This is an optimization exercise on Yosys and OpenROAD, whose aim is small area, a short achievable clock period and few clock cycles per item, not a production implementation. The RTL was checked by simulation tests, not by an equivalence proof against the original design. Power is estimated from default activity; no workload was simulated.

// sub_pipelined
module sub_pipelined #(
   parameter int unsigned w = sub_pipelined_pkg::SUB_W,
   parameter int unsigned s = sub_pipelined_pkg::SUB_S
) (
   input  logic         clk,
   input  logic         rstn,
   input  logic [w-1:0] op1,
   input  logic [w-1:0] op2,
   input  logic         valid_op1,
   input  logic         valid_op2,
   output logic         op_ready,
   output logic [w-1:0] res,
   output logic         valid,
   output logic         borrow,
   output logic         zero,
   input  logic         res_ready
);
For scale: roughly 1300 cells after synthesis, about 160 flip-flops, roughly 390 I/O pins, roughly 12000 um^2 of cells after synthesis.
export LEC_CHECK = 0
export CAP_MARGIN = 20
export CORE_MARGIN = 2
export CORE_UTILIZATION = 40
export PLACE_DENSITY = 0.6
export SLEW_MARGIN = 20
export SYNTH_HIERARCHICAL = 1
export SYNTH_MINIMUM_KEEP_SIZE = 0
create_clock -name core_clock -period 3.5 [get_ports {clk}]
standard.sh (not shown) runs the stock make flow with config.mk's settings and CLKGATE_MAP_FILE= SYNTH_SCRIPT=/design/flow/synth_recipe.tcl, a recipe that flattens the netlist after the stock synthesis.
==> flow/flow/run.sh <==
#!/bin/bash
# Layout flow: the standard flow (standard.sh, synthesis unchanged) with
#  - each I/O port buffered by a plain sky130_fd_sc_hd__buf_1 instead of the
#    buffer cell buffer_ports would pick by itself;
#  - after floorplan, every combinational cell reset to its _1 size
#    (flow/downsize.tcl), so that timing repair sizes up only what it needs;
#  - timing repair asked for extra setup margin (SETUP_SLACK_MARGIN below);
#  - the clock tree built from clkbuf_8 cells instead of clkbuf_16.
# Each step's full output goes to its own log file in this folder.
set -eo pipefail
ARGS=("BUFFER_PORTS_ARGS=-buffer_cell sky130_fd_sc_hd__buf_1"
      "SETUP_SLACK_MARGIN=1.15"
      "CTS_BUF_LIST=sky130_fd_sc_hd__clkbuf_8")
bash standard.sh "${ARGS[@]}" floorplan > standard_floorplan.log 2>&1
F=$PWD/orfs/results/sky130hd/sub_pipelined/base/2_floorplan.odb
ODB_IN=$F ODB_OUT=$F openroad -no_init -exit flow/downsize.tcl > downsize.log 2>&1
bash standard.sh "${ARGS[@]}" finish > standard_finish.log 2>&1
==> flow/flow/downsize.tcl <==
# Reset every combinational cell that synthesis upsized to its _1 size, so
# that timing repair later sizes up only the gates that need it.
read_db $::env(ODB_IN)
set db [ord::get_db]
set n 0
foreach inst [[ord::get_db_block] getInsts] {
  set m [[$inst getMaster] getName]
  if {![regexp {^(sky130_fd_sc_hd__)([a-z0-9]+)_([0-9]+)$} $m -> pfx base sz]} { continue }
  if {[regexp {^(e?df|dl|sdf|tap|fill|decap|conb|clk)} $base]} { continue }
  if {$sz == 1} { continue }
  set new [$db findMaster ${pfx}${base}_1]
  if {$new == "NULL" || $new == ""} { continue }
  $inst swapMaster $new
  incr n
}
puts "downsized $n cells"
write_db $::env(ODB_OUT)
The first run completed without violations.
Testbench counts at the start, summed over its fixed seeds: cycles 3,208, items 3,200.
Change:
Settings changed: CORE_UTILIZATION 40 to 50.
Outcome: Wire length shrinks by about 4.5%. Total power decreases by 2.0%. Sequential power hardly moves. Count of clock-buffer cells in the layout stays the same. Sequential cell count does not change. Fmax climbs by 1.4%. Utilization grows by 11 points.
Change:
--- a/flow/flow/run.sh
+++ b/flow/flow/run.sh
@@ -8 +8,2 @@
-#  - the clock tree built from clkbuf_8 cells instead of clkbuf_16.
+#  - the clock tree built from clkbuf_8 cells instead of clkbuf_16, without
+#    dummy load cells.
@@ -13 +14 @@
-      "CTS_BUF_LIST=sky130_fd_sc_hd__clkbuf_8")
+      "CTS_ARGS=-sink_clustering_enable -repair_clock_nets -buf_list sky130_fd_sc_hd__clkbuf_8 -dont_use_dummy_load")
Hold slack gains 0.016 ns.
Design area drops by 0.64%.
Utilization drops by 0.36 points.
Clock skew climbs by 0.0098 ns.
Combinational power is about the same.
Cell count drops by 0.71%.
Worst setup slack loses 0.019 ns.
Routed wire length is about the same.
Power drops by 3.7%.


Another version of the RTL of sub_pipelined (not shown whole).
For scale: about 130 flip-flops, about 390 I/O pins, about 12,000 µm² of cells after synthesis.
export LEC_CHECK = 0
export CAP_MARGIN = 20
export CORE_MARGIN = 2
export CORE_UTILIZATION = 40
export PLACE_DENSITY = 0.6
export SLEW_MARGIN = 20
export SYNTH_HIERARCHICAL = 1
export SYNTH_MINIMUM_KEEP_SIZE = 0
create_clock -name core_clock -period 3.5 [get_ports {clk}]
==> flow/flow/run.sh <==
#!/bin/bash
# Layout flow: the standard flow (standard.sh, unchanged synthesis),
# with each I/O port buffered by a plain sky130_fd_sc_hd__buf_1 instead of
# the buffer cell buffer_ports would pick by itself.
set -o pipefail
export BUFFER_PORTS_ARGS="-buffer_cell sky130_fd_sc_hd__buf_1"
bash standard.sh > standard.log 2>&1
The first run passed the timing, design-rule and antenna checks.
Testbench counts at the start, summed over its fixed seeds: cycles 3,208, items 3,200.
Rerun with:
==> flow/flow/run.sh (replaced) <==
#!/bin/bash
# Layout flow: the standard flow (standard.sh, synthesis unchanged) with
#  - each I/O port buffered by a plain sky130_fd_sc_hd__buf_1 instead of the
#    buffer cell buffer_ports would pick by itself;
#  - after floorplan, every combinational cell reset to its _1 size
#    (flow/downsize.tcl), so that timing repair sizes up only what it needs;
#  - timing repair asked for extra setup margin (SETUP_SLACK_MARGIN below).
# Each step's full output goes to its own log file in this folder.
set -eo pipefail
ARGS=("BUFFER_PORTS_ARGS=-buffer_cell sky130_fd_sc_hd__buf_1"
      "SETUP_SLACK_MARGIN=0.8")
bash standard.sh "${ARGS[@]}" floorplan > standard_floorplan.log 2>&1
F=$PWD/orfs/results/sky130hd/sub_pipelined/base/2_floorplan.odb
ODB_IN=$F ODB_OUT=$F openroad -no_init -exit flow/downsize.tcl > downsize.log 2>&1
bash standard.sh "${ARGS[@]}" finish > standard_finish.log 2>&1
==> flow/flow/downsize.tcl (new file) <==
# Reset every combinational cell that synthesis upsized to its _1 size, so
# that timing repair later sizes up only the gates that need it.
read_db $::env(ODB_IN)
set db [ord::get_db]
set n 0
foreach inst [[ord::get_db_block] getInsts] {
  set m [[$inst getMaster] getName]
  if {![regexp {^(sky130_fd_sc_hd__)([a-z0-9]+)_([0-9]+)$} $m -> pfx base sz]} { continue }
  if {[regexp {^(e?df|dl|sdf|tap|fill|decap|conb|clk)} $base]} { continue }
  if {$sz == 1} { continue }
  set new [$db findMaster ${pfx}${base}_1]
  if {$new == "NULL" || $new == ""} { continue }
  $inst swapMaster $new
  incr n
}
puts "downsized $n cells"
write_db $::env(ODB_OUT)
Effect: Setup slack gets better by 0.38 ns; final area fell by 6.1%; area after synthesis is unchanged; wire length shrinks by 7.9%; sequential share of layout area increases by 1.7 points.

re-timing with driven ports:
The results above use ideal ports. As a check the final layouts listed here were re-extracted and re-timed, cells and wires unchanged. Step 1: set_driving_cell puts a clkbuf_16 on clk and a buf_2 on each other input, an assumption about the parent block. Step 2 times the ports against the registers' clock, not the clock port: input delays grow and output delays shrink by t, the midpoint of the rising clock arrivals with the driver on. Three values: ideal ports, drivers, drivers and shift; two values: the first two.
run	t, ns	setup slack, ns	worst data-port slew with drivers (ns)
the first run of note 1	0.499	1.195 / 1.205 / 0.712	0.06
the second run of note 1	0.490	1.227 / 1.212 / 0.753	0.08
the third run of note 1	0.472	1.209 / 1.222 / 0.750	0.08
the first run of note 2	0.484	0.477 / 0.501 / 0.017	0.10
the second run of note 2	0.471	0.860 / 0.882 / 0.411	0.07
After both steps every run listed still meets setup and hold. The setup slack of the first run of note 1, which loses most, moves by +0.010 ns with the drivers and by -0.483 ns with both steps.
